Source: an optimization exercise on an open RTL-to-GDS flow (aim: small area). Production flows keep margins and buffers that such runs may drop.
At most, simulation tests tie the RTL to the original design; equivalence was not proved.
Function not checked in runs 3, 4 and 6: the RTL went through the layout flow alone.
Power and IR drop assume default switching activity.

==> flow/design.v <==
package nn_pkg;
  localparam int PREC = 18;
  typedef logic signed [PREC-1:0] act_t;
  localparam int NUM_CLASSES = 10;
  localparam int NUM_LEDS    = 8;
  typedef logic [3:0]  neuron_id_t;
  typedef logic [16:0] img_id_t;
  typedef logic [16:0] count_t;
  typedef logic [9:0]  epoch_t;
  typedef enum logic [1:0] {
    ST_IDLE    = 2'd0,
    ST_COLLECT = 2'd1,
    ST_RANK    = 2'd2,
    ST_REPORT  = 2'd3
  } layer_state_e;
endpackage
module argmax_tree (
  input  logic [nn_pkg::NUM_CLASSES-1:0] cand_i,
  input  logic [nn_pkg::NUM_CLASSES-1:0] key_i,
  output logic                           nany_o
);
  assign nany_o = !(|(cand_i & key_i));
endmodule
module argmax_keep_odd (
  input  logic [nn_pkg::NUM_CLASSES-1:0] cand_i,
  input  logic [nn_pkg::NUM_CLASSES-1:0] key_i,
  input  logic                           nany_i,
  output logic [nn_pkg::NUM_CLASSES-1:0] elim_o
);
  assign elim_o = ~(cand_i & (key_i | {nn_pkg::NUM_CLASSES{nany_i}}));
endmodule
module argmax_any_even (
  input  logic [nn_pkg::NUM_CLASSES-1:0] elim_i,
  input  logic [nn_pkg::NUM_CLASSES-1:0] nkey_i,
  output logic                           nany_o
);
  assign nany_o = &(elim_i | nkey_i);
endmodule
module argmax_keep_even (
  input  logic [nn_pkg::NUM_CLASSES-1:0] elim_i,
  input  logic [nn_pkg::NUM_CLASSES-1:0] nkey_i,
  input  logic                           nany_i,
  output logic [nn_pkg::NUM_CLASSES-1:0] cand_o
);
  assign cand_o = ~(elim_i | (nkey_i & ~{nn_pkg::NUM_CLASSES{nany_i}}));
endmodule
module argmax_top_bit (
  input  logic [nn_pkg::NUM_CLASSES-1:0] key_i,
  output logic                           nany_o,
  output logic [nn_pkg::NUM_CLASSES-1:0] elim_o
);
  assign nany_o = !(|key_i);
  assign elim_o = ~(key_i | {nn_pkg::NUM_CLASSES{nany_o}});
endmodule
module classifier_top #(
  parameter int LANES       = 2,
  parameter int CYCLE_WIDTH = 32
) (
  input  logic                              clk,
  input  logic                              reset,
  input  logic                              start_i,
  input  logic                              img_valid_i,
  input  nn_pkg::img_id_t                   img_id_i,
  input  nn_pkg::neuron_id_t                img_label_i,
  input  logic                              training_mode_i,
  input  logic                              act_valid_i,
  input  nn_pkg::act_t       [LANES-1:0]    act_i,
  input  nn_pkg::neuron_id_t [LANES-1:0]    neuron_id_i,
  output logic                              img_ready_o,
  output logic                              result_valid_o,
  output logic                              correct_o,
  output logic [nn_pkg::NUM_LEDS-1:0]       led_o,
  output nn_pkg::count_t                    num_correct_train_o,
  output nn_pkg::count_t                    num_correct_test_o,
  output nn_pkg::epoch_t                    epoch_o,
  output logic [CYCLE_WIDTH-1:0]            active_cycles_o,
  output logic [CYCLE_WIDTH-1:0]            idle_cycles_o
);
  localparam int N      = nn_pkg::NUM_CLASSES;
  localparam int W      = nn_pkg::PREC;
  localparam int STAGES = 5;
  nn_pkg::layer_state_e state;
  nn_pkg::layer_state_e next_state;
  logic                 accept;
  logic                 collect;
  logic                 busy;
  logic                 complete;
  nn_pkg::neuron_id_t   ctx_label;
  logic                 ctx_training_mode;
  assign accept  = (state == nn_pkg::ST_IDLE) && img_valid_i && start_i;
  assign collect = (state == nn_pkg::ST_COLLECT);
  assign busy    = (state != nn_pkg::ST_IDLE);
  always_comb begin
    case (state)
      nn_pkg::ST_IDLE:    next_state = accept ? nn_pkg::ST_COLLECT : nn_pkg::ST_IDLE;
      nn_pkg::ST_COLLECT: next_state = complete ? nn_pkg::ST_RANK : nn_pkg::ST_COLLECT;
      nn_pkg::ST_RANK:    next_state = result_valid_o ? nn_pkg::ST_REPORT : nn_pkg::ST_RANK;
      nn_pkg::ST_REPORT:  next_state = nn_pkg::ST_IDLE;
      default:            next_state = nn_pkg::ST_IDLE;
    endcase
  end
  always_ff @(posedge clk) begin
    if (reset) begin
      state <= nn_pkg::ST_IDLE;
    end else begin
      state <= next_state;
    end
  end
  always_ff @(posedge clk) begin
    if (accept) begin
      ctx_label         <= img_label_i;
      ctx_training_mode <= training_mode_i;
    end
  end
  assign img_ready_o = !busy;
  nn_pkg::act_t [N-1:0] acts;
  logic                 beat;
  logic [N-1:0]         wr0;
  logic [N-1:0]         wr1;
  logic [N-1:0]         hold;
  assign beat = collect && act_valid_i;
  always_comb begin
    for (int k = 0; k < N; k++) begin
      wr1[k]  = beat && (neuron_id_i[1] == k);
      wr0[k]  = beat && (neuron_id_i[0] == k) && (neuron_id_i[1] != k);
      hold[k] = !(wr0[k] || wr1[k]);
    end
  end
  localparam nn_pkg::act_t FLIP = 18'h35555;
  nn_pkg::act_t [N-1:0] acts_next;
  nn_pkg::act_t         lane0;
  nn_pkg::act_t         lane1;
  assign lane0 = act_i[0] ^ FLIP;
  assign lane1 = act_i[1] ^ FLIP;
  always_comb begin
    for (int k = 0; k < N; k++) begin
      acts_next[k] = ({W{wr1[k]}}  & lane1) |
                     ({W{wr0[k]}}  & lane0) |
                     ({W{hold[k]}} & acts[k]);
    end
  end
  always_ff @(posedge clk) begin
    acts <= acts_next;
  end
  always_ff @(posedge clk) begin
    if (reset) begin
      complete <= 1'b0;
    end else begin
      complete <= beat && (neuron_id_i[1] == nn_pkg::neuron_id_t'(N - 1));
    end
  end
  localparam int HI = 8;    
  logic [N-1:0]      cand_hi;
  logic [N-1:0]      cand_mid;
  logic [N-1:0]      cand_lo;
  logic [HI-1:0]     mkey_hi;
  logic [HI-1:0]     mkey_mid;
  logic [W-HI-1:0]   mkey_lo;
  nn_pkg::act_t      max_v;
  logic              eq0;
  logic              eq1;
  logic [N-1:0]      match_q;
  logic [STAGES-1:0] vld;
  logic              label_hit;
  logic              other_hit;
  logic [N-1:0] ch [W:W-HI];
  logic [W-1:0] nany;
  assign ch[W] = '1;
  for (genvar i = W - 1; i >= 0; i--) begin : g_bit
    logic [N-1:0] bits;
    logic [N-1:0] prev;
    for (genvar k = 0; k < N; k++) begin : g_entry
      assign bits[k] = (i >= W - HI) ? acts_next[k][i] : acts[k][i];
    end
    if (i >= W - HI) begin : g_hi
      assign prev = ch[i+1];
    end else if (i == W - HI - 1) begin : g_first_lo
      assign prev = cand_mid;
    end else begin : g_lo
      assign prev = g_bit[i+1].next;
    end
    logic [N-1:0] next;
    if (i == W - 1) begin : g_top
      argmax_top_bit u_top (.key_i(bits), .nany_o(nany[i]), .elim_o(next));
    end else if (i % 2 == 1) begin : g_odd
      argmax_tree     u_any  (.cand_i(prev), .key_i(bits), .nany_o(nany[i]));
      argmax_keep_odd u_keep (.cand_i(prev), .key_i(bits), .nany_i(nany[i]), .elim_o(next));
    end else begin : g_even
      argmax_any_even  u_any  (.elim_i(prev), .nkey_i(bits), .nany_o(nany[i]));
      argmax_keep_even u_keep (.elim_i(prev), .nkey_i(bits), .nany_i(nany[i]), .cand_o(next));
    end
    if (i >= W - HI) begin : g_hi_out
      assign ch[i] = next;
    end
  end
  assign cand_hi = ch[W-HI];
  assign mkey_hi = ~nany[W-1:W-HI];
  assign mkey_lo = ~nany[W-HI-1:0];
  assign cand_lo = g_bit[0].next;
  always_ff @(posedge clk) begin
    cand_mid <= cand_hi;
    mkey_mid <= mkey_hi;
  end
  assign max_v = {!mkey_mid[HI-1], mkey_mid[HI-2:0], mkey_lo};
  assign eq0   = (act_i[0] == max_v);
  assign eq1   = (act_i[1] == max_v);
  always_ff @(posedge clk) begin
    if (collect || vld[STAGES-1]) begin
      for (int k = 0; k < N; k++) begin
        match_q[k] <= wr1[k] ? eq1 : (wr0[k] ? eq0 : cand_lo[k]);
      end
    end
  end
  always_ff @(posedge clk) begin
    if (reset) begin
      vld <= '0;
    end else begin
      vld <= {vld[STAGES-2:0], complete};
    end
  end
  always_comb begin
    label_hit = 1'b0;
    other_hit = 1'b0;
    for (int k = 0; k < N; k++) begin
      if (k == ctx_label) begin
        label_hit = match_q[k];
      end else begin
        other_hit = other_hit | match_q[k];
      end
    end
  end
  always_ff @(posedge clk) begin
    if (reset) begin
      result_valid_o <= 1'b0;
      correct_o      <= 1'b0;
      led_o          <= '0;
    end else begin
      result_valid_o <= vld[STAGES-1];
      if (vld[STAGES-1]) begin
        correct_o <= label_hit && !other_hit;
        led_o     <= match_q[nn_pkg::NUM_LEDS-1:0];
      end
    end
  end
  logic        prev_nz;
  logic        new_epoch;
  logic        id_zero;
  logic        hit;
  logic [10:0] ep_c;
  logic [9:0]  ep_s;
  logic [17:0] tr_c;
  logic [16:0] tr_s;
  logic [17:0] te_c;
  logic [16:0] te_s;
  assign id_zero = (img_id_i == '0);
  assign hit     = result_valid_o && correct_o;
  always_ff @(posedge clk) begin
    if (reset) begin
      prev_nz   <= 1'b0;
      new_epoch <= 1'b0;
    end else begin
      new_epoch <= accept && id_zero && prev_nz;
      if (accept) begin
        prev_nz <= !id_zero;
      end
    end
  end
  always_comb begin
    ep_c[0] = new_epoch;
    for (int i = 0; i < 10; i++) begin
      ep_s[i]   = epoch_o[i] ^ ep_c[i];
      ep_c[i+1] = epoch_o[i] & ep_c[i];
    end
    tr_c[0] = hit && ctx_training_mode;
    te_c[0] = hit && !ctx_training_mode;
    for (int i = 0; i < 17; i++) begin
      tr_s[i]   = num_correct_train_o[i] ^ tr_c[i];
      tr_c[i+1] = num_correct_train_o[i] & tr_c[i];
      te_s[i]   = num_correct_test_o[i] ^ te_c[i];
      te_c[i+1] = num_correct_test_o[i] & te_c[i];
    end
  end
  always_ff @(posedge clk) begin
    if (reset) begin
      epoch_o <= '0;
    end else begin
      epoch_o <= ep_s;
    end
  end
  always_ff @(posedge clk) begin
    if (reset || new_epoch) begin
      num_correct_train_o <= '0;
      num_correct_test_o  <= '0;
    end else begin
      num_correct_train_o <= tr_s;
      num_correct_test_o  <= te_s;
    end
  end
  logic                   clr;
  logic [CYCLE_WIDTH:0]   act_c;
  logic [CYCLE_WIDTH:0]   idl_c;
  logic [CYCLE_WIDTH-1:0] act_s;
  logic [CYCLE_WIDTH-1:0] idl_s;
  assign clr = reset || !start_i;
  always_comb begin
    act_c[0] = busy;
    idl_c[0] = !busy;
    for (int i = 0; i < CYCLE_WIDTH; i++) begin
      act_s[i]   = active_cycles_o[i] ^ act_c[i];
      act_c[i+1] = active_cycles_o[i] & act_c[i];
      idl_s[i]   = idle_cycles_o[i] ^ idl_c[i];
      idl_c[i+1] = idle_cycles_o[i] & idl_c[i];
    end
  end
  always_ff @(posedge clk) begin
    if (clr) begin
      active_cycles_o <= '0;
      idle_cycles_o   <= '0;
    end else begin
      active_cycles_o <= act_s;
      idle_cycles_o   <= idl_s;
    end
  end
endmodule
==> flow/flow/run.sh <==
#!/bin/bash
# Standard layout (standard synthesis, placement, routing) with these changes:
# the port buffers use the smallest buffer cell, and clock tree synthesis
# inserts no dummy loads and clusters up to 8 sinks per leaf buffer.
set -euo pipefail
CTS="-sink_clustering_enable -repair_clock_nets"
CTS="$CTS -buf_list {sky130_fd_sc_hd__clkbuf_4}"
CTS="$CTS -dont_use_dummy_load -sink_clustering_size 8 -sink_clustering_max_diameter 40"
bash standard.sh \
  "BUFFER_PORTS_ARGS=-buffer_cell sky130_fd_sc_hd__buf_1" \
  "CTS_ARGS=$CTS" \
  finish > standard_flow.log 2>&1
==> flow/standard.sh <==
#!/bin/bash
# synth_recipe.tcl (not shown) runs the flow's synth.tcl, then flattens the netlist and writes it again
# the make line also repeats each setting of config.mk as NAME=value (left out here)
make -C /OpenROAD-flow-scripts/flow DESIGN_CONFIG=/design/flow/config.mk WORK_HOME=/design/flow/orfs CLKGATE_MAP_FILE= SYNTH_SCRIPT=/design/flow/synth_recipe.tcl "${@:-finish}"
==> flow/config.mk <==
export PLATFORM = sky130hd
export DESIGN_NAME = classifier_top
export DESIGN_NICKNAME = classifier_top
export VERILOG_FILES = /design/flow/design.v
export SDC_FILE = /design/flow/constraint.sdc
export NUM_CORES = 4
export LEC_CHECK = 0
export ABC_AREA = 1
export CAP_MARGIN = 40
export CORE_MARGIN = 2
export CORE_UTILIZATION = 60
export GPL_TIMING_DRIVEN = 0
export SLEW_MARGIN = 30
export SYNTH_HIERARCHICAL = 1
==> flow/constraint.sdc <==
create_clock -name core_clock -period 10.0 [get_ports {clk}]
set_input_delay 2.0000 -clock core_clock [delete_from_list [all_inputs] [get_ports {clk}]]
set_output_delay 2.0000 -clock core_clock [all_outputs]
set_load 0.01 [all_outputs]
==> results.sh, run 1 <==
export IMPL_num_fill_cells=2329
export IMPL_finalCritPeriodShare_pct=94.6
export IMPL_critPathCaptureType="register"
export IMPL_place_ws_ns=-0.925
export IMPL_netlist_top_cells_count="nand2_1, nor2_1, dfxtp_1"
export IMPL_io_buffers=189
export IMPL_cp_top_family="simple AND/OR/NAND/NOR gates"
export IMPL_p_leak_nw=7.51
export IMPL_critPathMaxFanout=14
export IMPL_dieArea_um2=27600
export IMPL_overflow=0
export IMPL_ctsLongestPathBuffers=3
export IMPL_seq_area_um2=6980
export IMPL_max_clock_freq_mhz=106
export IMPL_cp_arrival_ns=9.81
export IMPL_startpoint="cand_mid[9]"
export IMPL_met2_usage_pct=52.0
export IMPL_dp_hpwl_um=33900
export IMPL_drc_errors=0
export IMPL_root_buffer="clkbuf_4"
export IMPL_drive_above_1_share_pct=7.71
export IMPL_tritoncts="done"
export IMPL_placementRows=59
export IMPL_cts_hold_buf=0
export IMPL_crit_buf_inv=6
export IMPL_max_slew_margin_pct=39.3
export IMPL_synth_seq_cells=341
export IMPL_antenna_left=0
export IMPL_first_pass_iters=6
export IMPL_gp_congestion=0.963
export IMPL_vias=14964
export IMPL_yosysMostFrequentCell="nand2_1"
export IMPL_yosys_area_top_type="dfxtp_1"
export IMPL_fin_crit_ns=9.46
export IMPL_area_growth_pct=10.4
export IMPL_maxCapViolCount=0
export IMPL_yosys_warnings=8
export IMPL_synthArstFlopShare_pct=0
export IMPL_syn_nets=2133
export IMPL_hp_start="vld[0]"
export IMPL_drt_total_wl_um=47000
export IMPL_drv_slew=0
export IMPL_die_y_um=166
export IMPL_use_met1_pct=45.3
export IMPL_synth_top_cell_area_share_pct=41.3
export IMPL_routedWlPerCell_um=18.5
export IMPL_synth_area_um2=15800
export IMPL_worstHoldPathType="register to register"
export IMPL_grt_busiest_layer="met2"
export IMPL_dpl_cell_area_um2=16900
export IMPL_start_util_pct=60.8
export IMPL_synthDistinctLibCells=42
export IMPL_grt_use_met3_pct=6.58
export IMPL_crit_type="register to register"
export IMPL_first_global_vias=13854
export IMPL_final_area_um2=17400
export IMPL_ios=190
export IMPL_grt_max_degree=15
export IMPL_clock_latency_ns=0.72
export IMPL_coreArea_um2=26000
export IMPL_htreeDepth=2
export IMPL_finClkSkew_ns=0.0904
export IMPL_cts_buffers_inserted=53
export IMPL_r2r_start="cand_mid[9]"
export IMPL_cp_required_ns=10.35
export IMPL_antenna_found_initial=2
export IMPL_worstMarginPinSlew_ns=0.907
export IMPL_yosys_top_cells_area="dfxtp_1, o221ai_1, nand2_1"
export IMPL_yosysSeqAreaShare_pct=44.2
export IMPL_die_x_um=166
export IMPL_syn_inst=1959
export IMPL_grt_pass1_wl_um=73000
export IMPL_setup_viol=0
export IMPL_crit_path_max_incr_delay_ns=0.46
export IMPL_startpoint_type="register"
export IMPL_drt_iter0_markers=1638
export IMPL_nNetsFinal=2381
export IMPL_vias_per_cell=5.89
export IMPL_track_usage_pct=33.2
export IMPL_final_util_pct=67.1
export IMPL_status="complete, no violations"
export IMPL_synthFlopType="dfxtp_1"
export IMPL_synth_avg_cell_area_um2=8.06
export IMPL_clk_pin_slew_ns=0.10
export IMPL_worst_slack_ns=0.543
export IMPL_multi_input_area_um2=7720
export IMPL_synth_edff_count=15
export IMPL_power_density_nw_per_um2=209
export IMPL_cts_sinks=341
export IMPL_hold_viol_final=0
export IMPL_ir_drop_mv=0.159
export IMPL_timing_critical_path_slowest_stage_cell="xnor2_1"
[sequential cells by signal, indices dropped and copies added, names as in the netlist, named ones only]
| signal | flops |
|---|---|
| active_cycles_o | 32 |
| acts | 180 |
| cand_mid | 10 |
| complete | 1 |
| correct_o | 1 |
| ctx_label | 4 |
| ctx_training_mode | 1 |
| epoch_o | 10 |
| idle_cycles_o | 32 |
| led_o | 8 |
| match_q | 10 |
| mkey_mid | 8 |
| new_epoch | 1 |
| num_correct_test_o | 17 |
| num_correct_train_o | 17 |
| prev_nz | 1 |
| result_valid_o | 1 |
| state | 1 |
| vld | 5 |
[path summary, 6_finish.rpt]
kind / endpoint / slack (ns) / cells after the start
setup / recovery: match_q[0] / 0.54 / 62
hold / removal: vld[1] / 0.41 / 2
setup reg to reg: match_q[0] / 0.54 / 62
hold reg to reg: vld[1] / 0.41 / 2
[routing by layer]
layer / up-vias / share of wire [%]
li1: 7180 / -
met1: 6819 / 42
met2: 817 / 44
met3: 148 / 11
met4: 0 / 4.1
met5: - / 0
[area by class of cell]
| type | instances | area share [%] |
|---|---|---|
| clock buffers | 53 | 2.28 |
| multi-input cells | 1327 | 44.3 |
| plain buffers | 74 | 2.05 |
| flip-flops and latches | 341 | 40.0 |
| diodes | 2 | 0.0287 |
| repair buffers | 193 | 4.28 |
| well taps | 335 | 2.40 |
| inverters | 217 | 4.67 |
[Yosys stat by module (local to each module, per instance)]
module            area [µm²]  cells
argmax_any_even         68.8     18
argmax_keep_even        53.8     11
argmax_keep_odd         50.0     10
argmax_top_bit          82.6     19
argmax_tree             70.1     18
classifier_top         13600   1455
[cells in the final DEF (no fill, tap or decap), drive strengths merged, types with 11 or more instances in the layout]
master / n
nor3: 11
dfxtp: 326
inv: 200
nand2: 355
a21oi: 93
edfxtp: 15
nor2: 363
nand3: 44
ha: 103
o221ai: 180
xnor2: 14
clkbuf: 93
o21ai: 97
buf: 227
nand4: 34
clkinv: 17
[power breakdown]
part	internal, mW	switching, mW	total [mW]
Clock	0.242	0.451	0.693
Sequential	1.56	0.105	1.67
Combinational	0.395	0.879	1.27
Total	2.20	1.43	3.64
[metrics by stage]
step                      power [mW]  TNS [ns]  hold WS (ns)  instances
after global placement          2.83    -14.86         0.392       2483
after floorplan                 2.51         0         0.388       1959
after detailed placement        2.86     -8.92         0.396       2486
after CTS                       3.56         0         0.407       2540
final                           3.64         0         0.406       2542
after global routing            3.85    -0.132         0.416       2541
[timing repair]
| item | in CTS | in global routing |
|---|---|---|
| gates resized for setup | 5 | 26 |
| pin swaps | 1 | 1 |
| setup endpoints to repair | 10 | 20 |
| buffers inserted | 1 | 0 |
| gates cloned | 0 | 0 |
[worst min-delay path, cell delays in order, from the launching register on]
cell     delay, ns
dfxtp_1       0.30
inv_1         0.04
nor2_1        0.03
[kinds of logic after synthesis]
kind of cell               share of synthesized area [%]
and+or+nand+nor                                     22.3
buffers and inverters                               7.42
adders and majority gates                           8.16
AOI/OAI and AO/OA                                   16.8
xor gates and xnor gates                            1.11
DFF                                                 44.2
==> inputs of run 2 (changes only) <==
--- a/flow/config.mk
+++ b/flow/config.mk
@@ -6,9 +6,8 @@
 export NUM_CORES = 4
 export LEC_CHECK = 0
 export ABC_AREA = 1
-export CAP_MARGIN = 40
+export CAP_MARGIN = 10
 export CORE_MARGIN = 2
 export CORE_UTILIZATION = 60
-export GPL_TIMING_DRIVEN = 0
-export SLEW_MARGIN = 30
+export SLEW_MARGIN = 10
 export SYNTH_HIERARCHICAL = 1
==> run 2 against run 1 <==
Against the previous run:
- sequential cell count unchanged
- sequential share of layout area increased by 0.51 points
- global-route usage decreased by 0.91 points
- core utilization decreased by 0.85 points
- clock-buffer cell count unchanged
- clock skew decreased by 0.0084 ns
- worst hold slack got worse by 0.0032 ns
- synthesized cell count unchanged
- maximum frequency increased by 4.7%
- worst setup slack improved by 0.42 ns
- power decreased by 2.7%
- still clean
- combinational power decreased by 7%
==> results.sh, run 2 <==
export IMPL_status="complete, no violations"
export IMPL_netlist_top_cells_count="nand2_1, nor2_1, dfxtp_1"
export IMPL_grt_max_degree=65
export IMPL_rrSetupSlack_ns=0.96
export IMPL_clk_pin_slew_ns=0.09
export IMPL_top_register="acts"
export IMPL_nNetsFinal=2330
export IMPL_ctsLongestPathBuffers=3
export IMPL_coreArea_um2=26000
export IMPL_drive_above_1_share_pct=7.34
export IMPL_postCtsSetupBuffers=0
export IMPL_io_buffers=189
export IMPL_yosys_mux_area_fraction_pct=0
export IMPL_syn_inst=1959
export IMPL_fin_crit_ns=9.04
export IMPL_cts_hold_buf=0
export IMPL_numPlacedInstances=2436
export IMPL_vias_per_cell=5.89
export IMPL_antenna_found_initial=6
export IMPL_synth_area_um2=15800
export IMPL_num_fill_cells=2291
export IMPL_placementRows=59
export IMPL_worstMarginPinSlew_ns=0.956
export IMPL_max_slew_margin_pct=35.8
export IMPL_mostFrequentLayoutCell="nand2_1"
export IMPL_root_buffer="clkbuf_4"
export IMPL_power_density_nw_per_um2=206
export IMPL_dieArea_um2=27600
export IMPL_first_global_vias=13731
export IMPL_tritoncts="done"
export IMPL_crit_path_max_incr_delay_ns=0.35
export IMPL_synth_edff_count=15
export IMPL_yosys_top_cells_area="dfxtp_1, o221ai_1, nand2_1"
export IMPL_r2r_cells=63
export IMPL_cts_sinks=341
export IMPL_synthAdderAreaFrac_pct=8.16
export IMPL_final_cell_mix="nand2_1, nor2_1, dfxtp_1"
export IMPL_r2r_start="cand_mid[9]"
export IMPL_path_common_cell="nand2_1"
export IMPL_synth_avg_cell_area_um2=8.06
export IMPL_vias=14672
export IMPL_finClkSkew_ns=0.0820
export IMPL_drv_slew=0
export IMPL_yosys_area_share_simple_pct=22.3
export IMPL_routedWlPerCell_um=18.4
export IMPL_largest_reg_flops=180
export IMPL_antenna_left=0
export IMPL_drt_total_wl_um=45800
export IMPL_drc_errors=0
export IMPL_dp_hpwl_um=31300
export IMPL_yosys_warnings=8
export IMPL_max_clock_freq_mhz=111
export IMPL_overflow=0
export IMPL_synthFlopType="dfxtp_1"
export IMPL_finalCritPeriodShare_pct=90.4
export IMPL_critPathCaptureType="register"
export IMPL_area_growth_pct=9.02
export IMPL_finalSetupTns_ns=0
export IMPL_crit_type="register to register"
export IMPL_yosysMostFrequentCell="nand2_1"
export IMPL_fin_total_pwr_mw=3.54
export IMPL_synthArstFlopShare_pct=0
export IMPL_cp_required_ns=10.53
export IMPL_synth_compound_gate_area_share_pct=16.8
export IMPL_die_y_um=166
export IMPL_syn_nets=2133
export IMPL_die_x_um=166
export IMPL_hp_start="vld[0]"
export IMPL_worst_slack_ns=0.964
export IMPL_worstHoldPathType="register to register"
export IMPL_setup_viol=0
export IMPL_cp_top_family="simple AND/OR/NAND/NOR gates"
export IMPL_cts_buffers_inserted=53
export IMPL_critPathMaxFanout=14
export IMPL_multi_input_area_um2=7680
export IMPL_synthDistinctLibCells=42
export IMPL_ios=190
export IMPL_synth_top_cell_area_share_pct=41.3
export IMPL_grt_pass1_wl_um=72100
export IMPL_hold_end="vld[1]"
export IMPL_startpoint_type="register"
export IMPL_drt_iter0_markers=1336
export IMPL_start_util_pct=60.8
export IMPL_synth_top_family_by_area="simple AND/OR/NAND/NOR gates"
export IMPL_yosys_area_top_type="dfxtp_1"
export IMPL_crit_buf_inv=8
export IMPL_timing_critical_path_slowest_stage_cell="dfxtp_1"
export IMPL_yosysSeqAreaShare_pct=44.2
export IMPL_clock_latency_ns=0.75
export IMPL_first_pass_iters=5
export IMPL_stdcell_count=2493
export IMPL_rsz0062_at_grt="false"
export IMPL_p_leak_nw=7.45
export IMPL_place_ws_ns=-0.427
export IMPL_ir_drop_mv=0.147
export IMPL_cp_arrival_ns=9.56
export IMPL_hold_viol_final=0
export IMPL_seq_area_um2=6980
export IMPL_maxCapViolCount=0
export IMPL_gp_congestion=0.983
export IMPL_hold_depth=2
export IMPL_track_usage_pct=32.3
export IMPL_htreeDepth=2
export IMPL_top_regs="acts: 180 flops, active_cycles_o: 32 flops, idle_cycles_o: 32 flops"
export IMPL_synth_xor_area_share_pct=1.11
export IMPL_final_util_pct=66.2
export IMPL_synth_seq_cells=341
export IMPL_rr_endpoint="match_q[4]"
-- run 2: cell counts after synthesis --
Identical to the previous run, type by type.
-- run 2: layer usage --
metal	part of all wire (%)	up-vias	global-route usage (%)
met2	45	730	52.1
met5	0.090	-	0
met1	42	6693	41.5
li1	-	7092	-
met4	3.8	6	12.9
met3	10	151	8.44
-- run 2: kinds of logic (layout without fill, tap and decap cells) --
| group | Yosys count | count (layout) |
|---|---|---|
| AND/OR/NAND/NOR | 818 | 818 |
| AO/OA/AOI/OAI | 386 | 386 |
| flip-flops | 341 | 341 |
| buffers and inverters | 291 | 486 |
| adder cells (fa/ha/maj) | 103 | 103 |
| XOR/XNOR | 20 | 20 |
| other | 0 | 4 |
-- run 2: report_power, final --
part,internal (mW),switching (mW)
Sequential,1.56,0.104
Combinational,0.384,0.794
Clock,0.241,0.452
-- run 2: Yosys stat by module (local to each module, per instance) --
module / times used / cell area, µm² / cells / flops+latches
classifier_top: 1 / 13600 / 1455 / 341
argmax_tree: 8 / 70.1 / 18 / 0
argmax_any_even: 9 / 68.8 / 18 / 0
argmax_top_bit: 1 / 82.6 / 19 / 0
argmax_keep_odd: 8 / 50.0 / 10 / 0
argmax_keep_even: 9 / 53.8 / 11 / 0
-- run 2: worst max path at each step --
stage           startpoint    endpoint  slack (ns)  cells past startpoint
6_report       cand_mid[9]  match_q[4]        0.96                     63
5_1_grt        cand_mid[2]  match_q[4]       0.007                     63
4_1_cts        cand_mid[9]  match_q[3]        0.01                     62
3_5_place_dp   cand_mid[9]  match_q[1]       -0.43                     62
3_3_place_gp   cand_mid[9]  match_q[3]       -0.44                     62
2_1_floorplan    acts[171]  match_q[0]        2.31                     62
-- run 2: repair_timing --
item,CTS,global route
gates resized for setup,2,16
setup endpoints to repair,10,10
pin swaps,0,1
-- run 2: through the flow --
stage,area [µm²],hold slack (ns)
finish,17200,0.403
global route,17200,0.444
detailed placement,16800,0.392
global placement,16800,0.394
CTS,17200,0.403
floorplan,15800,0.388
-- run 2: cell type report --
type                            instances  area share (%)
Multi-Input combinational cell       1327            44.6
Clock buffer                           53            2.31
Antenna cell                            4          0.0582
Inverter                              217            4.73
Tap cell                              335            2.44
Timing Repair Buffer                  216            5.30
Sequential cell                       341            40.5
-- run 2: worst min-delay path, stage by stage (launching register included) --
cell and delay [ns]:
dfxtp_1 0.30, inv_1 0.04, nor2_1 0.03
==> inputs of run 3 (changes only) <==
--- a/flow/design.v
+++ b/flow/design.v
@@ -149,7 +149,7 @@
       complete <= beat && (neuron_id_i[1] == nn_pkg::neuron_id_t'(N - 1));
     end
   end
-  localparam int HI = 8;    
+  localparam int HI = 9;    
   logic [N-1:0]      cand_hi;
   logic [N-1:0]      cand_mid;
   logic [N-1:0]      cand_lo;
--- a/flow/config.mk
+++ b/flow/config.mk
@@ -6,8 +6,8 @@
 export NUM_CORES = 4
 export LEC_CHECK = 0
 export ABC_AREA = 1
-export CAP_MARGIN = 10
+export CAP_MARGIN = 40
 export CORE_MARGIN = 2
 export CORE_UTILIZATION = 60
-export SLEW_MARGIN = 10
+export SLEW_MARGIN = 30
 export SYNTH_HIERARCHICAL = 1
==> run 3 against run 2 <==
Against the previous run:
- highest routed layer unchanged
- sequential power hardly changed
- largest cell class unchanged
- maximum frequency down 0.68%
- still clean on timing, DRC and antenna
- largest power group unchanged
- critical path type unchanged
- combinational power hardly changed
==> results.sh, run 3 <==
export IMPL_fin_crit_ns=9.10
export IMPL_drc_errors=0
export IMPL_worstMarginPinSlew_ns=0.823
export IMPL_io_buffers=189
export IMPL_area_growth_pct=9.04
export IMPL_path_common_cell="nor2_1"
export IMPL_mostFrequentLayoutCell="nand2_1"
export IMPL_placementRows=59
export IMPL_synth_avg_cell_area_um2=8.08
export IMPL_start_util_pct=60.8
export IMPL_cp_required_ns=10.50
export IMPL_finalCritPeriodShare_pct=91.0
export IMPL_cts_buffers_inserted=53
export IMPL_grt_max_degree=35
export IMPL_drv_slew=0
export IMPL_fin_total_pwr_mw=3.51
export IMPL_critPathMaxFanout=14
export IMPL_ctsLongestPathBuffers=3
export IMPL_overflow=0
export IMPL_drt_total_wl_um=46900
export IMPL_final_cell_mix="nand2_1, nor2_1, dfxtp_1"
export IMPL_dieArea_um2=27600
export IMPL_stdcell_count=2485
export IMPL_setup_viol=0
export IMPL_rsz0062_at_grt="true"
export IMPL_dp_hpwl_um=32600
export IMPL_cts_sinks=342
export IMPL_antenna_left=0
export IMPL_clk_pin_slew_ns=0.09
export IMPL_ios=190
export IMPL_max_slew_margin_pct=45.0
export IMPL_htreeDepth=2
export IMPL_nNetsFinal=2325
export IMPL_syn_nets=2125
export IMPL_vias_per_cell=5.90
export IMPL_coreArea_um2=25900
export IMPL_hold_slack_ns=0.357
export IMPL_synthArstFlopShare_pct=0
export IMPL_yosysMostFrequentCell="nand2_1"
export IMPL_top_register="acts"
export IMPL_cp_top_family="simple AND/OR/NAND/NOR gates"
export IMPL_tritoncts="done"
export IMPL_startpoint="acts[80]"
export IMPL_clock_latency_ns=0.73
export IMPL_cp_arrival_ns=9.60
export IMPL_synthFlopType="dfxtp_1"
export IMPL_yosysSeqAreaShare_pct=44.4
export IMPL_num_fill_cells=2287
export IMPL_p_leak_nw=7.37
export IMPL_worstHoldPathType="register to register"
export IMPL_synth_top_cell_area_share_pct=41.5
export IMPL_grt_pass1_wl_um=73600
export IMPL_critPathCaptureType="register"
export IMPL_root_buffer="clkbuf_4"
export IMPL_drive_above_1_share_pct=7.40
export IMPL_startpoint_type="register"
export IMPL_vias=14672
export IMPL_yosys_warnings=8
export IMPL_yosys_top_cells_area="dfxtp_1, o221ai_1, ha_1"
export IMPL_hold_viol_final=0
export IMPL_crit_type="register to register"
export IMPL_synth_seq_cells=342
export IMPL_max_clock_freq_mhz=110
export IMPL_die_x_um=166
export IMPL_largest_reg_flops=180
export IMPL_top_regs="acts: 180 flops, active_cycles_o: 32 flops, idle_cycles_o: 32 flops"
export IMPL_die_y_um=166
export IMPL_drt_iter0_markers=1246
export IMPL_syn_inst=1951
export IMPL_track_usage_pct=33.3
export IMPL_netlist_top_cells_count="nand2_1, nor2_1, dfxtp_1"
export IMPL_synth_edff_count=15
export IMPL_numPlacedInstances=2428
export IMPL_hp_start="vld[1]"
export IMPL_finClkSkew_ns=0.107
export IMPL_yosys_area_top_type="dfxtp_1"
export IMPL_gp_congestion=0.953
export IMPL_timing_critical_path_slowest_stage_cell="dfxtp_1"
export IMPL_ir_drop_mv=0.162
export IMPL_first_global_vias=13908
export IMPL_crit_path_max_incr_delay_ns=0.39
export IMPL_cts_hold_buf=0
export IMPL_postCtsSetupBuffers=0
export IMPL_synthDistinctLibCells=39
export IMPL_power_density_nw_per_um2=204
export IMPL_status="complete, no violations"
export IMPL_synth_area_um2=15800
export IMPL_antenna_found_initial=3
export IMPL_routedWlPerCell_um=18.9
export IMPL_crit_buf_inv=9
export IMPL_first_pass_iters=6
export IMPL_r2r_start="acts[80]"
export IMPL_maxCapViolCount=0
-- run 3: kinds of logic (layout without fill, tap and decap cells) --
kind of cell / after synthesis / after routing / synth area share, %
xor+xnor: 27 / 27 / 1.50
other cells: 0 / 1 / 0
compound gates: 379 / 379 / 16.5
buf+inv: 292 / 490 / 7.42
fa+ha+maj: 103 / 103 / 8.18
flops: 342 / 342 / 44.4
simple gates: 808 / 808 / 22.0
-- run 3: cell type report --
class                      count  area [µm²]  share of cell area [%]
timing repair buffer         219         932                    5.42
antenna                        1        2.50                  0.0146
tap                          335         419                    2.44
sequential                   342        7000                    40.7
clock buffer                  53         398                    2.32
multi-input combinational   1317        7620                    44.3
inverter                     218         818                    4.76
-- run 3: through the flow --
stage | setup WS (ns) | setup TNS, ns | instance area (µm²) | utilization [%]
after floorplan | 1.79 | 0 | 15800 | -
after global placement | 0.347 | 0 | 16700 | 64.6
after detailed placement | 0.0422 | 0 | 16700 | 64.6
after CTS | 0.574 | 0 | 17100 | 66.1
after global routing | -0.0330 | -0.125 | 17200 | 66.3
final | 0.902 | 0 | 17200 | 66.3
-- run 3: what timing repair did --
item                                   CTS  global route
gates resized for setup                  0            11
setup endpoints to repair                0            21
endpoints found under the hold margin    0             0
-- run 3: worst paths after layout --
check	to	slack (ns)	cells after the start
setup / recovery	match_q[7]	0.90	59
hold / removal	vld[2]	0.36	2
setup reg to reg	match_q[7]	0.90	59
hold reg to reg	vld[2]	0.36	2
-- run 3: report_power, final --
group | internal (mW) | switching, mW | leakage, nW | total [mW]
logic | 0.371 | 0.784 | 4.30 | 1.15
clock network | 0.242 | 0.444 | 0.244 | 0.686
registers | 1.57 | 0.102 | 2.82 | 1.67
total | 2.18 | 1.33 | 7.37 | 3.51
-- run 3: per-module statistics from Yosys (local to each module, per instance) --
module | cell area (µm²) | cells | flops+latches | copies in the design
argmax_keep_odd | 50.0 | 10 | 0 | 8
argmax_keep_even | 53.8 | 11 | 0 | 9
argmax_tree | 70.1 | 18 | 0 | 8
argmax_top_bit | 82.6 | 19 | 0 | 1
classifier_top | 13600 | 1447 | 342 | 1
argmax_any_even | 68.8 | 18 | 0 | 9
-- run 3: worst min-delay path, cell delays in order (launching register included) --
cell	delay [ns]
dfxtp_1	0.29
inv_1	0.04
nor2_1	0.03
-- run 3: layer usage --
| layer | vias up | global-route usage, % | part of all wire (%) |
|---|---|---|---|
| li1 | 7060 | - | - |
| met1 | 6662 | 41.9 | 40 |
| met4 | 4 | 15.9 | 5.0 |
| met5 | - | 0 | 0.064 |
| met2 | 771 | 55.1 | 45 |
| met3 | 175 | 6.36 | 9.9 |
==> inputs of run 4 (changes only) <==
--- a/flow/design.v
+++ b/flow/design.v
@@ -149,7 +149,7 @@
       complete <= beat && (neuron_id_i[1] == nn_pkg::neuron_id_t'(N - 1));
     end
   end
-  localparam int HI = 9;    
+  localparam int HI = 7;    
   logic [N-1:0]      cand_hi;
   logic [N-1:0]      cand_mid;
   logic [N-1:0]      cand_lo;
==> run 4 against run 3 <==
Against the previous run:
- clock power is 2% higher
- critical path type unchanged
- area after synthesis is 0.38% lower
- largest cell class unchanged
- final cell count is 0.20% higher
- combinational power is 17% higher
==> results.sh, run 4 <==
export IMPL_cp_arrival_ns=9.76
export IMPL_grt_pass1_wl_um=73400
export IMPL_p_leak_nw=7.35
export IMPL_die_x_um=166
export IMPL_grt_max_degree=65
export IMPL_p_int_mw=2.26
export IMPL_hold_slack_ns=0.411
export IMPL_hold_depth=2
export IMPL_gp_congestion=0.988
export IMPL_antenna_found_initial=3
export IMPL_drv_slew=0
export IMPL_num_fill_cells=2269
export IMPL_p_clk_share_pct=18.7
export IMPL_finalSetupTns_ns=0
export IMPL_dp_hpwl_um=32200
export IMPL_top_regs="acts: 180 flops, active_cycles_o: 32 flops, idle_cycles_o: 32 flops"
export IMPL_synth_avg_cell_area_um2=8.05
export IMPL_final_util_pct=67.5
export IMPL_max_slew_margin_pct=41.3
export IMPL_crit_path_max_incr_delay_ns=0.39
export IMPL_first_global_vias=13817
export IMPL_timing_critical_path_slowest_stage_cell="dfxtp_1"
export IMPL_crit_buf_inv=13
export IMPL_antenna_left=0
export IMPL_first_pass_iters=7
export IMPL_root_buffer="clkbuf_4"
export IMPL_seqPwrFrac_pct=45.5
export IMPL_syn_nets=2124
export IMPL_synth_edff_count=15
export IMPL_drt_iter0_markers=1610
export IMPL_r2r_start="acts[118]"
export IMPL_cts_buffers_inserted=53
export IMPL_ctsLongestPathBuffers=3
export IMPL_largest_reg_flops=180
export IMPL_final_cell_mix="nand2_1, nor2_1, dfxtp_1"
export IMPL_top_register="acts"
export IMPL_cp_top_family="simple AND/OR/NAND/NOR gates"
export IMPL_setup_viol=0
export IMPL_drive_above_1_share_pct=9.48
export IMPL_finClkSkew_ns=0.0806
export IMPL_placementRows=59
export IMPL_final_area_um2=17400
export IMPL_synth_area_um2=15700
export IMPL_syn_inst=1950
export IMPL_overflow=0
export IMPL_vias_per_cell=5.94
export IMPL_max_clock_freq_mhz=108
export IMPL_synthArstFlopShare_pct=0
export IMPL_drt_total_wl_um=47200
export IMPL_switching_power_mw=1.48
export IMPL_tritoncts="done"
export IMPL_clock_latency_ns=0.74
export IMPL_startpoint_type="register"
export IMPL_yosys_area_top_type="dfxtp_1"
export IMPL_cts_sinks=340
export IMPL_critPathMaxFanout=13
export IMPL_routedWlPerCell_um=19.0
export IMPL_track_usage_pct=33.1
export IMPL_die_y_um=166
export IMPL_synth_seq_cells=340
export IMPL_rrSetupSlack_ns=0.75
export IMPL_ir_drop_mv=0.145
export IMPL_coreArea_um2=25800
export IMPL_power_density_nw_per_um2=214
export IMPL_worstMarginPinSlew_ns=0.881
export IMPL_crit_type="register to register"
export IMPL_synth_top_cell_area_share_pct=41.4
export IMPL_io_buffers=189
export IMPL_status="complete, no violations"
export IMPL_hold_end="vld[3]"
export IMPL_maxCapViolCount=0
export IMPL_dieArea_um2=27500
export IMPL_area_growth_pct=11.1
export IMPL_mostFrequentLayoutCell="nand2_1"
export IMPL_synthFlopType="dfxtp_1"
export IMPL_hp_start="vld[2]"
export IMPL_yosys_top_cells_area="dfxtp_1, o221ai_1, nand2_1"
export IMPL_r2r_cells=72
export IMPL_yosysMostFrequentCell="nand2_1"
export IMPL_htreeDepth=2
export IMPL_nNetsFinal=2328
export IMPL_clk_pin_slew_ns=0.09
export IMPL_synthDistinctLibCells=39
export IMPL_vias=14785
export IMPL_drc_errors=0
export IMPL_p_sw_share_pct=39.6
export IMPL_start_util_pct=60.8
export IMPL_ios=190
export IMPL_finalCritPeriodShare_pct=92.5
export IMPL_yosysSeqAreaShare_pct=44.3
export IMPL_netlist_top_cells_count="nand2_1, nor2_1, dfxtp_1"
export IMPL_fin_crit_ns=9.25
export IMPL_hold_viol_final=0
export IMPL_critPathCaptureType="register"
export IMPL_cts_hold_buf=0
export IMPL_worstHoldPathType="register to register"
export IMPL_yosys_warnings=8
export IMPL_rr_endpoint="match_q[2]"
export IMPL_cp_required_ns=10.51
export IMPL_path_common_cell="nor2_1"
export IMPL_pwr_share_comb_pct=35.9
export IMPL_dpl_cell_area_um2=16700
[run 4: cell count changes after synthesis, sizes merged, moves of 6 or more]
cell	before	now
inv	202	194
nand2	343	357
nand4	41	26
nor2	360	370
o211ai	3	13
xnor2	20	14
[run 4: area by class of cell]
class                   count  area (µm²)  share of cell area, %
clock buffers              53         398                   2.28
flip-flops and latches    340        6960                   39.9
diodes                      3        7.51                 0.0430
well taps                 335         419                   2.40
repair buffers            226         987                   5.66
multi-input cells        1323        7870                   45.1
repair inverters            1        7.51                 0.0430
inverters                 209         790                   4.53
[run 4: metrics by stage]
stage | setup WS (ns) | std cells | power, mW
floorplan | 1.89 | 1950 | 2.50
global placement | 0.441 | 2430 | 2.83
detailed placement | 0.134 | 2431 | 2.85
CTS | 0.0107 | 2484 | 3.53
global route | -0.0516 | 2490 | 3.96
finish | 0.752 | 2490 | 3.73
[run 4: per-layer routing]
layer	vias to the layer above	GRT usage, %	routed length, µm
li1	7065	-	-
met1	6804	43.3	19300
met2	772	53.8	21500
met3	144	7.27	4700
met4	0	13.1	1750
met5	-	0	0
[run 4: worst max-delay path by stage]
| stage | from | cells after the start | end | slack (ns) |
|---|---|---|---|---|
| 6_report | acts[118] | 72 | match_q[2] | 0.75 |
| 5_1_grt | acts[118] | 74 | match_q[6] | -0.05 |
| 4_1_cts | acts[118] | 71 | match_q[4] | 0.01 |
| 3_5_place_dp | acts[118] | 71 | match_q[4] | 0.13 |
| 3_3_place_gp | acts[46] | 70 | match_q[4] | 0.44 |
| 2_1_floorplan | acts[46] | 69 | match_q[3] | 1.89 |
[run 4: worst reg2reg max path: cells and delay by family, from the launching register on]
kind,cells,cell delay (ns)
buffers and inverters,13,1.73
flip-flops,1,0.39
AO/OA/AOI/OAI,12,2.39
AND/OR/NAND/NOR,47,4.53
[run 4: logic make-up (layout without fill, tap and decap cells)]
logic type,Yosys count,in the layout,share of synthesized area (%)
xor gates and xnor gates,20,20,1.12
and+or+nand+nor,811,811,21.4
other,0,3,0
AOI/OAI and AO/OA,389,389,17.1
adders and majority gates,103,103,8.21
buffers and inverters,287,489,7.84
DFF,340,340,44.3
[run 4: per-module statistics from Yosys (local to each module, per instance)]
module	cell area, µm²	cells
argmax_keep_even	53.8	11
argmax_keep_odd	50.0	10
classifier_top	13600	1446
argmax_tree	70.1	18
argmax_top_bit	82.6	19
argmax_any_even	68.8	18
[run 4: what timing repair did]
action,in CTS,in global routing
gates resized for setup,0,129
setup buffers,0,1
setup endpoints to repair,0,10
[run 4: power groups by stage]
stage          clock network [mW]  logic [mW]  registers (mW)
4_1_cts                     0.708        1.15            1.67
5_1_grt                     0.765        1.48            1.72
6_report                    0.697        1.34            1.70
2_1_floorplan                   0       0.831            1.67
3_3_place_gp                    0        1.13            1.70
3_5_place_dp                    0        1.15            1.70
==> inputs of run 5 (changes only) <==
--- a/flow/design.v
+++ b/flow/design.v
@@ -149,7 +149,7 @@
       complete <= beat && (neuron_id_i[1] == nn_pkg::neuron_id_t'(N - 1));
     end
   end
-  localparam int HI = 7;    
+  localparam int HI = 8;    
   logic [N-1:0]      cand_hi;
   logic [N-1:0]      cand_mid;
   logic [N-1:0]      cand_lo;
==> run 5 against run 4 <==
Against the previous run:
- global-route usage is 0.89 points lower
- final cell count is 0.20% higher
- die area up 0.56%
- synthesized cell count grew 0.46%
- core utilization decreased by 1.2 points
- clock skew rose by 0.024 ns
- critical path depth is 9 lower
- via count fell by 0.95%
- non-clock buffer count fell by 8
- highest routed layer is now met5
==> results.sh, run 5 <==
export IMPL_io_buffers=189
export IMPL_p_clk_share_pct=19.4
export IMPL_synth_compound_gate_area_share_pct=16.8
export IMPL_syn_nets=2133
export IMPL_yosys_area_share_simple_pct=22.3
export IMPL_max_slew_margin_pct=48.5
export IMPL_topRoutingLayerUsed="met5"
export IMPL_crit_path_max_incr_delay_ns=0.46
export IMPL_vias=14644
export IMPL_power_density_nw_per_um2=206
export IMPL_status="complete, no violations"
export IMPL_netlist_top_cells_count="nand2_1, nor2_1, dfxtp_1"
export IMPL_p_int_mw=2.19
export IMPL_grt_pass1_wl_um=72100
export IMPL_stdcell_count=2495
export IMPL_switching_power_mw=1.35
export IMPL_grt_max_degree=65
export IMPL_antenna_found_initial=6
export IMPL_p_sw_share_pct=38.1
export IMPL_cts_hold_buf=0
export IMPL_worstHoldPathType="register to register"
export IMPL_clk_pin_slew_ns=0.09
export IMPL_final_cell_mix="nand2_1, nor2_1, dfxtp_1"
export IMPL_crit_type="register to register"
export IMPL_setup_viol=0
export IMPL_placementRows=59
export IMPL_coreArea_um2=26000
export IMPL_track_usage_pct=32.3
export IMPL_drt_iter0_markers=1312
export IMPL_top_register="acts"
export IMPL_yosysSeqAreaShare_pct=44.2
export IMPL_worstMarginPinSlew_ns=0.770
export IMPL_cp_arrival_ns=9.48
export IMPL_yosys_top_cells_area="dfxtp_1, o221ai_1, nand2_1"
export IMPL_routedWlPerCell_um=18.3
export IMPL_cp_top_family="simple AND/OR/NAND/NOR gates"
export IMPL_largest_reg_flops=180
export IMPL_startpoint_type="register"
export IMPL_yosys_mux_area_fraction_pct=0
export IMPL_crit_buf_inv=8
export IMPL_fin_total_pwr_mw=3.54
export IMPL_drt_total_wl_um=45700
export IMPL_clock_latency_ns=0.75
export IMPL_drv_slew=0
export IMPL_start_util_pct=60.8
export IMPL_die_y_um=166
export IMPL_mostFrequentLayoutCell="nand2_1"
export IMPL_overflow=0
export IMPL_maxCapViolCount=0
export IMPL_critPathMaxFanout=14
export IMPL_top_regs="acts: 180 flops, active_cycles_o: 32 flops, idle_cycles_o: 32 flops"
export IMPL_final_util_pct=66.3
export IMPL_synth_edff_count=15
export IMPL_yosys_warnings=8
export IMPL_cp_required_ns=10.51
export IMPL_gp_congestion=0.983
export IMPL_wl_met1_um=18900
export IMPL_dr_wl_met3_um=4580
export IMPL_fin_crit_ns=8.97
export IMPL_vias_per_cell=5.87
export IMPL_ios=190
export IMPL_root_buffer="clkbuf_4"
export IMPL_finalSetupTns_ns=0
export IMPL_die_x_um=166
export IMPL_num_fill_cells=2288
export IMPL_antenna_left=0
export IMPL_critPathCaptureType="register"
export IMPL_synth_avg_cell_area_um2=8.06
export IMPL_pwr_share_comb_pct=33.5
export IMPL_area_growth_pct=9.10
export IMPL_dieArea_um2=27600
export IMPL_synthArstFlopShare_pct=0
export IMPL_htreeDepth=2
export IMPL_dp_hpwl_um=31300
export IMPL_tritoncts="done"
export IMPL_yosys_area_top_type="dfxtp_1"
export IMPL_syn_inst=1959
export IMPL_drc_errors=0
export IMPL_ir_drop_mv=0.148
export IMPL_cts_sinks=341
export IMPL_synthFlopType="dfxtp_1"
export IMPL_max_clock_freq_mhz=112
export IMPL_hold_viol_final=0
export IMPL_synthDistinctLibCells=42
export IMPL_hold_slack_ns=0.402
export IMPL_finClkSkew_ns=0.104
export IMPL_rsz0062_at_grt="false"
export IMPL_yosysMostFrequentCell="nand2_1"
export IMPL_path_common_cell="nand2_1"
export IMPL_finalCritPeriodShare_pct=89.7
export IMPL_synth_top_family_by_area="simple AND/OR/NAND/NOR gates"
export IMPL_timing_critical_path_slowest_stage_cell="nor3_4"
export IMPL_synth_area_um2=15800
export IMPL_first_pass_iters=8
export IMPL_first_global_vias=13731
export IMPL_numPlacedInstances=2436
export IMPL_synth_xor_area_share_pct=1.11
export IMPL_p_leak_nw=7.45
export IMPL_seqPwrFrac_pct=47.1
export IMPL_wl_met2_um=20300
export IMPL_cts_buffers_inserted=53
export IMPL_synth_top_cell_area_share_pct=41.3
export IMPL_ctsLongestPathBuffers=3
export IMPL_drive_above_1_share_pct=7.42
export IMPL_nNetsFinal=2332
export IMPL_synthAdderAreaFrac_pct=8.16
export IMPL_synth_seq_cells=341
[run 5: changes by cell type after synthesis, sizes merged, moves of 2 or more]
cell     before  now
nand4        26   34
buf          37   34
o21ai        91   97
nor3         13   11
nor2        370  363
a221oi        0    2
clkinv       15   17
o2111ai       2    5
inv         194  200
nand2       357  355
o22a          2    0
o211ai       13    2
nand3        37   44
[run 5: Yosys stat by module (local to each module, per instance)]
module	cells inside	area (µm²)
argmax_tree	18	70.1
argmax_keep_even	11	53.8
argmax_any_even	18	68.8
classifier_top	1455	13600
argmax_keep_odd	10	50.0
argmax_top_bit	19	82.6
[run 5: cells by family (layout without fill, tap and decap cells)]
kind of cell	count (synthesis)	count (layout)
buf+inv	291	488
flops	341	341
other cells	0	4
compound gates	386	386
simple gates	818	818
xor+xnor	20	20
fa+ha+maj	103	103
[run 5: worst reg2reg max path: cells and delay by family (launching register included)]
kind	cells	cell delay, ns
buffers and inverters	8	0.89
AO/OA/AOI/OAI	9	2.41
XOR/XNOR	1	0.13
AND/OR/NAND/NOR	45	4.97
flip-flops	1	0.35
[run 5: path summary, 6_finish.rpt]
kind	slack, ns	to	startpoint	cells after the start
setup reg to reg	1.03	match_q[4]	cand_mid[9]	63
hold reg to reg	0.40	vld[1]	vld[0]	2
hold / removal	0.40	vld[1]	vld[0]	2
setup / recovery	1.03	match_q[4]	cand_mid[9]	63
[run 5: through the flow]
step | area (µm²) | worst slack, ns
2_1_floorplan | 15800 | 2.31
3_3_place_gp | 16800 | -0.440
3_5_place_dp | 16800 | -0.427
4_1_cts | 17200 | 0.0148
5_1_grt | 17200 | 0.0163
6_report | 17200 | 1.03
[run 5: layout make-up]
type,count,area [µm²],share of cell area (%)
Inverter,217,815,4.73
Tap cell,335,419,2.43
Antenna cell,4,10.0,0.0581
Sequential cell,341,6980,40.5
Multi-Input combinational cell,1327,7680,44.6
Timing Repair Buffer,218,925,5.37
Clock buffer,53,398,2.31
[run 5: what timing repair did]
item / CTS / global route
setup buffers: 0 / 0
pin swaps: 0 / 0
setup endpoints to repair: 10 / 10
resized for setup: 2 / 20
[run 5: power by group through the flow]
stage          Sequential [mW]  Combinational, mW  Clock, mW
2_1_floorplan             1.67              0.840          0
3_3_place_gp              1.69               1.10          0
3_5_place_dp              1.69               1.12          0
4_1_cts                   1.66               1.13      0.705
5_1_grt                   1.69               1.32      0.759
6_report                  1.67               1.19      0.689
[run 5: routing by layer]
metal	vias up	global-route usage (%)
li1	7098	-
met2	720	52.1
met5	-	0
met1	6652	41.5
met4	6	12.9
met3	168	8.44
==> inputs of run 6 (changes only) <==
--- a/flow/design.v
+++ b/flow/design.v
@@ -149,9 +149,9 @@
       complete <= beat && (neuron_id_i[1] == nn_pkg::neuron_id_t'(N - 1));
     end
   end
-  localparam int HI = 8;    
+  localparam int HI = 10;    
   logic [N-1:0]      cand_hi;
-  logic [N-1:0]      cand_mid;
+  logic [N-1:0]      cand_mid;    
   logic [N-1:0]      cand_lo;
   logic [HI-1:0]     mkey_hi;
   logic [HI-1:0]     mkey_mid;
==> run 6 against run 5 <==
Against the previous run:
- still clean on timing, DRC and antenna
- sequential power barely moved
- area after synthesis is 0.91% higher
- synthesized cell count up 0.31%
- highest routed layer unchanged
==> results.sh, run 6 <==
export IMPL_status="complete, no violations"
export IMPL_start_util_pct=61.1
export IMPL_yosys_warnings=8
export IMPL_grt_pass1_wl_um=76300
export IMPL_drt_total_wl_um=49100
export IMPL_syn_inst=1965
export IMPL_final_cell_mix="nand2_1, nor2_1, dfxtp_1"
export IMPL_synth_area_um2=15900
export IMPL_ios=190
export IMPL_die_y_um=167
export IMPL_cts_hold_buf=0
export IMPL_ctsLongestPathBuffers=3
export IMPL_cp_required_ns=10.64
export IMPL_fin_crit_ns=9.37
export IMPL_top_register="acts"
export IMPL_yosys_top_cells_area="dfxtp_1, o221ai_1, nand2_1"
export IMPL_mostFrequentLayoutCell="nand2_1"
export IMPL_finClkSkew_ns=0.0790
export IMPL_synth_seq_cells=343
export IMPL_coreArea_um2=26100
export IMPL_syn_nets=2139
export IMPL_htreeDepth=2
export IMPL_finalCritPeriodShare_pct=93.7
export IMPL_power_density_nw_per_um2=207
export IMPL_dieArea_um2=27900
export IMPL_yosys_mux_area_fraction_pct=0
export IMPL_hold_viol_final=0
export IMPL_yosysSeqAreaShare_pct=44.0
export IMPL_p_clk_share_pct=18.6
export IMPL_max_clock_freq_mhz=107
export IMPL_startpoint_type="primary input"
export IMPL_drive_above_1_share_pct=11.4
export IMPL_nNetsFinal=2396
export IMPL_num_fill_cells=2260
export IMPL_seqPwrFrac_pct=45.0
export IMPL_timing_critical_path_slowest_stage_cell="a21oi_1"
export IMPL_drv_slew=0
export IMPL_first_global_vias=14196
export IMPL_worstMarginPinSlew_ns=0.867
export IMPL_antenna_left=0
export IMPL_io_buffers=189
export IMPL_tritoncts="done"
export IMPL_placementRows=59
export IMPL_crit_path_max_incr_delay_ns=0.29
export IMPL_vias_per_cell=5.89
export IMPL_p_leak_nw=7.75
export IMPL_overflow=0
export IMPL_hold_slack_ns=0.412
export IMPL_clock_latency_ns=0.73
export IMPL_track_usage_pct=34.4
export IMPL_largest_reg_flops=180
export IMPL_setup_viol=0
export IMPL_synth_compound_gate_area_share_pct=16.5
export IMPL_p_int_mw=2.29
export IMPL_pwr_share_comb_pct=36.5
export IMPL_synthAdderAreaFrac_pct=8.09
export IMPL_seq_area_um2=7020
export IMPL_yosys_area_share_simple_pct=22.7
export IMPL_synth_edff_count=15
export IMPL_switching_power_mw=1.42
export IMPL_clk_pin_slew_ns=0.09
export IMPL_critPathCaptureType="register"
export IMPL_path_common_cell="nor2_1"
export IMPL_multi_input_area_um2=7850
export IMPL_top_regs="acts: 180 flops, active_cycles_o: 32 flops, idle_cycles_o: 32 flops"
export IMPL_yosys_area_top_type="dfxtp_1"
export IMPL_max_slew_margin_pct=41.7
export IMPL_root_buffer="clkbuf_4"
export IMPL_worstHoldPathType="register to register"
export IMPL_drt_iter0_markers=1551
export IMPL_routedWlPerCell_um=19.2
export IMPL_cp_arrival_ns=10.01
export IMPL_drc_errors=0
export IMPL_maxCapViolCount=0
export IMPL_yosysMostFrequentCell="nand2_1"
export IMPL_crit_type="primary input to register"
export IMPL_grt_max_degree=65
export IMPL_netlist_top_cells_count="nand2_1, nor2_1, dfxtp_1"
export IMPL_vias=15064
export IMPL_synthArstFlopShare_pct=0
export IMPL_ir_drop_mv=0.168
export IMPL_cts_buffers_inserted=52
export IMPL_cts_sinks=343
export IMPL_die_x_um=167
export IMPL_synth_top_family_by_area="simple AND/OR/NAND/NOR gates"
export IMPL_area_growth_pct=12.3
export IMPL_rsz0062_at_grt="true"
export IMPL_first_pass_iters=5
export IMPL_critPathMaxFanout=11
export IMPL_antenna_found_initial=8
export IMPL_gp_congestion=0.992
export IMPL_synth_top_cell_area_share_pct=41.2
export IMPL_dp_hpwl_um=34000
export IMPL_final_util_pct=68.6
export IMPL_synthFlopType="dfxtp_1"
export IMPL_synth_xor_area_share_pct=1.04
export IMPL_synthDistinctLibCells=42
export IMPL_p_sw_share_pct=38.3
export IMPL_synth_avg_cell_area_um2=8.11
## run 6: changes by cell type after synthesis, moves of 3 or more
cell,before,now
nor3_4,2,5
o21ai_0,97,94
nand2_2,0,3
buf_6,2,11
buf_2,26,16
nor2_1,339,334
nand4_1,34,39
inv_2,29,34
nor2_4,13,16
## run 6: what timing repair did
action,4_1_cts,5_1_grt
endpoints found under the hold margin,0,0
buffers inserted,0,0
endpoints found under the setup margin,0,12
gates resized for setup,0,77
## run 6: path summary, 6_finish.rpt
check	startpoint	end	slack [ns]	cells past startpoint
max	neuron_id_i[6]	cand_mid[8]	0.63	60
min	vld[0]	vld[1]	0.41	2
max reg2reg	state[0]	cand_mid[8]	1.61	59
min reg2reg	vld[0]	vld[1]	0.41	2
## run 6: per-module statistics from Yosys (local to each module, per instance)
module            cell area, µm²  copies in the design  cells  flops+latches
argmax_tree                 70.1                     8     18              0
argmax_top_bit              82.6                     1     19              0
argmax_keep_even            53.8                     9     11              0
argmax_keep_odd             50.0                     8     10              0
argmax_any_even             68.8                     9     18              0
classifier_top             13800                     1   1461            343
## run 6: logic make-up (layout without fill, tap and decap cells)
kind of cell,after synthesis,count (layout)
AOI/OAI and AO/OA,382,382
xor gates and xnor gates,19,19
adders and majority gates,103,103
buffers and inverters,292,547
DFF,343,343
other,0,3
and+or+nand+nor,826,826
## run 6: layer usage
layer	track usage [%]	wire, µm	share of wire (%)
met5	1.22	99	0.20
met2	53.2	20900	43
met3	9.84	5520	11
met1	43.9	19700	40
met4	17.8	2790	5.7
## run 6: area by class of cell
type | instances | area share [%]
multi-input cells | 1330 | 43.9
flip-flops and latches | 343 | 39.2
repair buffers | 276 | 7.71
inverters | 219 | 4.60
well taps | 335 | 2.34
clock buffers | 52 | 2.18
diodes | 3 | 0.0420
## run 6: worst max-delay path, delay by kind of cell
kind                   cells  cell delay, ns
AOI/OAI and AO/OA         10            2.40
buffers and inverters     11            1.31
and+or+nand+nor           39            4.28
## run 6: through the flow
stage	instances	setup slack [ns]	area [µm²]	setup TNS (ns)	total power [mW]
3_5_place_dp	2499	-0.382	17300	-3.96	2.93
2_1_floorplan	1965	1.34	15900	0	2.51
4_1_cts	2551	0.338	17700	0	3.61
3_3_place_gp	2499	-0.119	17300	-1.14	2.91
6_report	2558	0.634	17900	0	3.71
5_1_grt	2557	-0.0580	17900	-0.277	3.94
## run 6: power by group through the flow
stage | logic (mW) | registers (mW) | clock network (mW)
after detailed placement | 1.24 | 1.70 | 0
after CTS | 1.24 | 1.67 | 0.703
after floorplan | 0.840 | 1.67 | 0
after global routing | 1.49 | 1.69 | 0.760
final | 1.35 | 1.67 | 0.689
after global placement | 1.22 | 1.69 | 0
==> inputs of run 7 (changes only) <==
--- a/flow/design.v
+++ b/flow/design.v
@@ -149,7 +149,7 @@
       complete <= beat && (neuron_id_i[1] == nn_pkg::neuron_id_t'(N - 1));
     end
   end
-  localparam int HI = 10;    
+  localparam int HI = 9;    
   logic [N-1:0]      cand_hi;
   logic [N-1:0]      cand_mid;    
   logic [N-1:0]      cand_lo;
==> run 7 against run 6 <==
Against the previous run:
- still clean
- maximum frequency up 2.9%
- synthesized cell count decreased by 0.71%
- sequential share of layout area grew 1.5 points
- power fell by 5.4%
- wire length decreased by 4.5%
- non-clock buffer count is 57 lower
- die area down 1.1%
- critical endpoint is now match_q[7]
- largest power group unchanged
==> results.sh, run 7 <==
export IMPL_antenna_found_initial=3
export IMPL_multi_input_area_um2=7620
export IMPL_seqPwrFrac_pct=47.6
export IMPL_drive_above_1_share_pct=7.40
export IMPL_synth_top_family_by_area="simple AND/OR/NAND/NOR gates"
export IMPL_cp_arrival_ns=9.60
export IMPL_setup_viol=0
export IMPL_finClkSkew_ns=0.107
export IMPL_dr_wl_met3_um=4620
export IMPL_synth_compound_gate_area_share_pct=16.5
export IMPL_synth_avg_cell_area_um2=8.08
export IMPL_synth_top_cell_area_share_pct=41.5
export IMPL_rrSetupSlack_ns=0.90
export IMPL_area_growth_pct=9.04
export IMPL_nNetsFinal=2325
export IMPL_synth_xor_area_share_pct=1.50
export IMPL_synth_seq_cells=342
export IMPL_yosys_top_cells_area="dfxtp_1, o221ai_1, ha_1"
export IMPL_track_usage_pct=33.3
export IMPL_root_buffer="clkbuf_4"
export IMPL_max_slew_margin_pct=45.0
export IMPL_dp_hpwl_um=32600
export IMPL_syn_nets=2125
export IMPL_first_global_vias=13908
export IMPL_clock_latency_ns=0.73
export IMPL_seq_area_um2=7000
export IMPL_max_clock_freq_mhz=110
export IMPL_die_x_um=166
export IMPL_drt_iter0_markers=1246
export IMPL_routedWlPerCell_um=18.9
export IMPL_fin_crit_ns=9.10
export IMPL_startpoint_type="register"
export IMPL_first_pass_iters=6
export IMPL_path_common_cell="nor2_1"
export IMPL_vias=14672
export IMPL_synthAdderAreaFrac_pct=8.18
export IMPL_grt_pass1_wl_um=73600
export IMPL_maxCapViolCount=0
export IMPL_yosysMostFrequentCell="nand2_1"
export IMPL_synth_edff_count=15
export IMPL_stdcell_count=2485
export IMPL_largest_reg_flops=180
export IMPL_critPathMaxFanout=14
export IMPL_switching_power_mw=1.33
export IMPL_wl_met1_um=18600
export IMPL_wl_met2_um=21300
export IMPL_yosys_warnings=8
export IMPL_tritoncts="done"
export IMPL_worstHoldPathType="register to register"
export IMPL_status="complete, no violations"
export IMPL_finalCritPeriodShare_pct=91.0
export IMPL_top_regs="acts: 180 flops, active_cycles_o: 32 flops, idle_cycles_o: 32 flops"
export IMPL_drt_total_wl_um=46900
export IMPL_timing_critical_path_slowest_stage_cell="dfxtp_1"
export IMPL_synthDistinctLibCells=39
export IMPL_postCtsSetupBuffers=0
export IMPL_placementRows=59
export IMPL_antenna_left=0
export IMPL_num_fill_cells=2287
export IMPL_top_register="acts"
export IMPL_ios=190
export IMPL_vias_per_cell=5.90
export IMPL_io_buffers=189
export IMPL_ir_drop_mv=0.162
export IMPL_topRoutingLayerUsed="met5"
export IMPL_crit_path_max_incr_delay_ns=0.39
export IMPL_synth_area_um2=15800
export IMPL_cts_buffers_inserted=53
export IMPL_final_cell_mix="nand2_1, nor2_1, dfxtp_1"
export IMPL_yosys_area_top_type="dfxtp_1"
export IMPL_gp_congestion=0.953
export IMPL_mostFrequentLayoutCell="nand2_1"
export IMPL_yosysSeqAreaShare_pct=44.4
export IMPL_worstMarginPinSlew_ns=0.823
export IMPL_grt_max_degree=35
export IMPL_synthArstFlopShare_pct=0
export IMPL_clk_pin_slew_ns=0.09
export IMPL_ctsLongestPathBuffers=3
export IMPL_syn_inst=1951
export IMPL_coreArea_um2=25900
export IMPL_crit_type="register to register"
export IMPL_htreeDepth=2
export IMPL_yosys_mux_area_fraction_pct=0
export IMPL_p_leak_nw=7.37
export IMPL_rsz0062_at_grt="true"
export IMPL_hold_depth=2
export IMPL_synthFlopType="dfxtp_1"
export IMPL_p_clk_share_pct=19.5
export IMPL_final_util_pct=66.3
export IMPL_power_density_nw_per_um2=204
export IMPL_yosys_area_share_simple_pct=22.0
export IMPL_critPathCaptureType="register"
export IMPL_numPlacedInstances=2428
export IMPL_pwr_share_comb_pct=32.9
export IMPL_dieArea_um2=27600
export IMPL_start_util_pct=60.8
export IMPL_p_int_mw=2.18
export IMPL_r2r_cells=59
export IMPL_hold_viol_final=0
export IMPL_die_y_um=166
export IMPL_drv_slew=0
export IMPL_overflow=0
export IMPL_cts_sinks=342
export IMPL_netlist_top_cells_count="nand2_1, nor2_1, dfxtp_1"
export IMPL_cp_required_ns=10.50
export IMPL_drc_errors=0
export IMPL_p_sw_share_pct=37.9
export IMPL_finalSetupTns_ns=0
-- run 7: cell count changes in the layout (fill, tap and decap cells not counted), sizes merged, moves of 3 or more --
cell and change:
nand2 -16, buf -56, xnor2 +5, o2111ai -3, xor2 +3, o21ai -3
-- run 7: per-stage QoR --
step	power, mW	cell area [µm²]	setup WS (ns)	hold WS, ns
2_1_floorplan	2.49	15800	1.79	0.388
3_3_place_gp	2.78	16700	0.347	0.390
3_5_place_dp	2.80	16700	0.0422	0.395
4_1_cts	3.48	17100	0.574	0.357
5_1_grt	3.74	17200	-0.0330	0.357
6_report	3.51	17200	0.902	0.357
-- run 7: layer usage --
layer / global-route usage [%] / vias to the layer above
met5: 0 / -
met1: 41.9 / 6662
li1: - / 7060
met3: 6.36 / 175
met2: 55.1 / 771
met4: 15.9 / 4
-- run 7: power groups by stage --
stage | Combinational, mW | Sequential [mW] | Clock [mW]
floorplan | 0.821 | 1.67 | 0
global route | 1.29 | 1.69 | 0.754
CTS | 1.11 | 1.67 | 0.703
global placement | 1.09 | 1.69 | 0
detailed placement | 1.10 | 1.70 | 0
finish | 1.15 | 1.67 | 0.686
-- run 7: cell families after synthesis --
logic type	Yosys count
flip-flops	342
XOR/XNOR	27
AND/OR/NAND/NOR	808
adder cells (fa/ha/maj)	103
buffers and inverters	292
AO/OA/AOI/OAI	379
-- run 7: cell type report --
type	count	share of cell area [%]
sequential	342	40.7
antenna	1	0.0146
multi-input combinational	1317	44.3
inverter	218	4.76
clock buffer	53	2.32
tap	335	2.44
timing repair buffer	219	5.42
-- run 7: modules after synthesis (local to each module, per instance) --
module            flip-flops and latches  cells  area (µm²)
classifier_top                       342   1447       13600
argmax_any_even                        0     18        68.8
argmax_keep_odd                        0     10        50.0
argmax_keep_even                       0     11        53.8
argmax_top_bit                         0     19        82.6
argmax_tree                            0     18        70.1
-- run 7: path summary, 6_finish.rpt --
| kind | startpoint | endpoint |
|---|---|---|
| setup / recovery | acts[80] | match_q[7] |
| hold / removal | vld[1] | vld[2] |
| setup reg to reg | acts[80] | match_q[7] |
| hold reg to reg | vld[1] | vld[2] |
-- run 7: worst max-delay path: cells and delay by family, from the launching register on --
family,cells,cell delay (ns)
flops,1,0.39
simple gates,41,4.87
compound gates,8,2.19
buf+inv,9,1.26
xor+xnor,1,0.13
-- run 7: timing repair --
item,CTS,global route
resized for setup,0,11
hold endpoints to repair,0,0
setup endpoints to repair,0,21
hold buffers,0,0

Re-timed with assumed drivers on the ports (clkbuf_16 on the clock, buf_2 on other inputs), run 7 has 0.902 ns of setup slack against 0.902 ns with ideal ports, and 0.417 ns once port delays also move by the mid clock arrival of 0.709 ns.
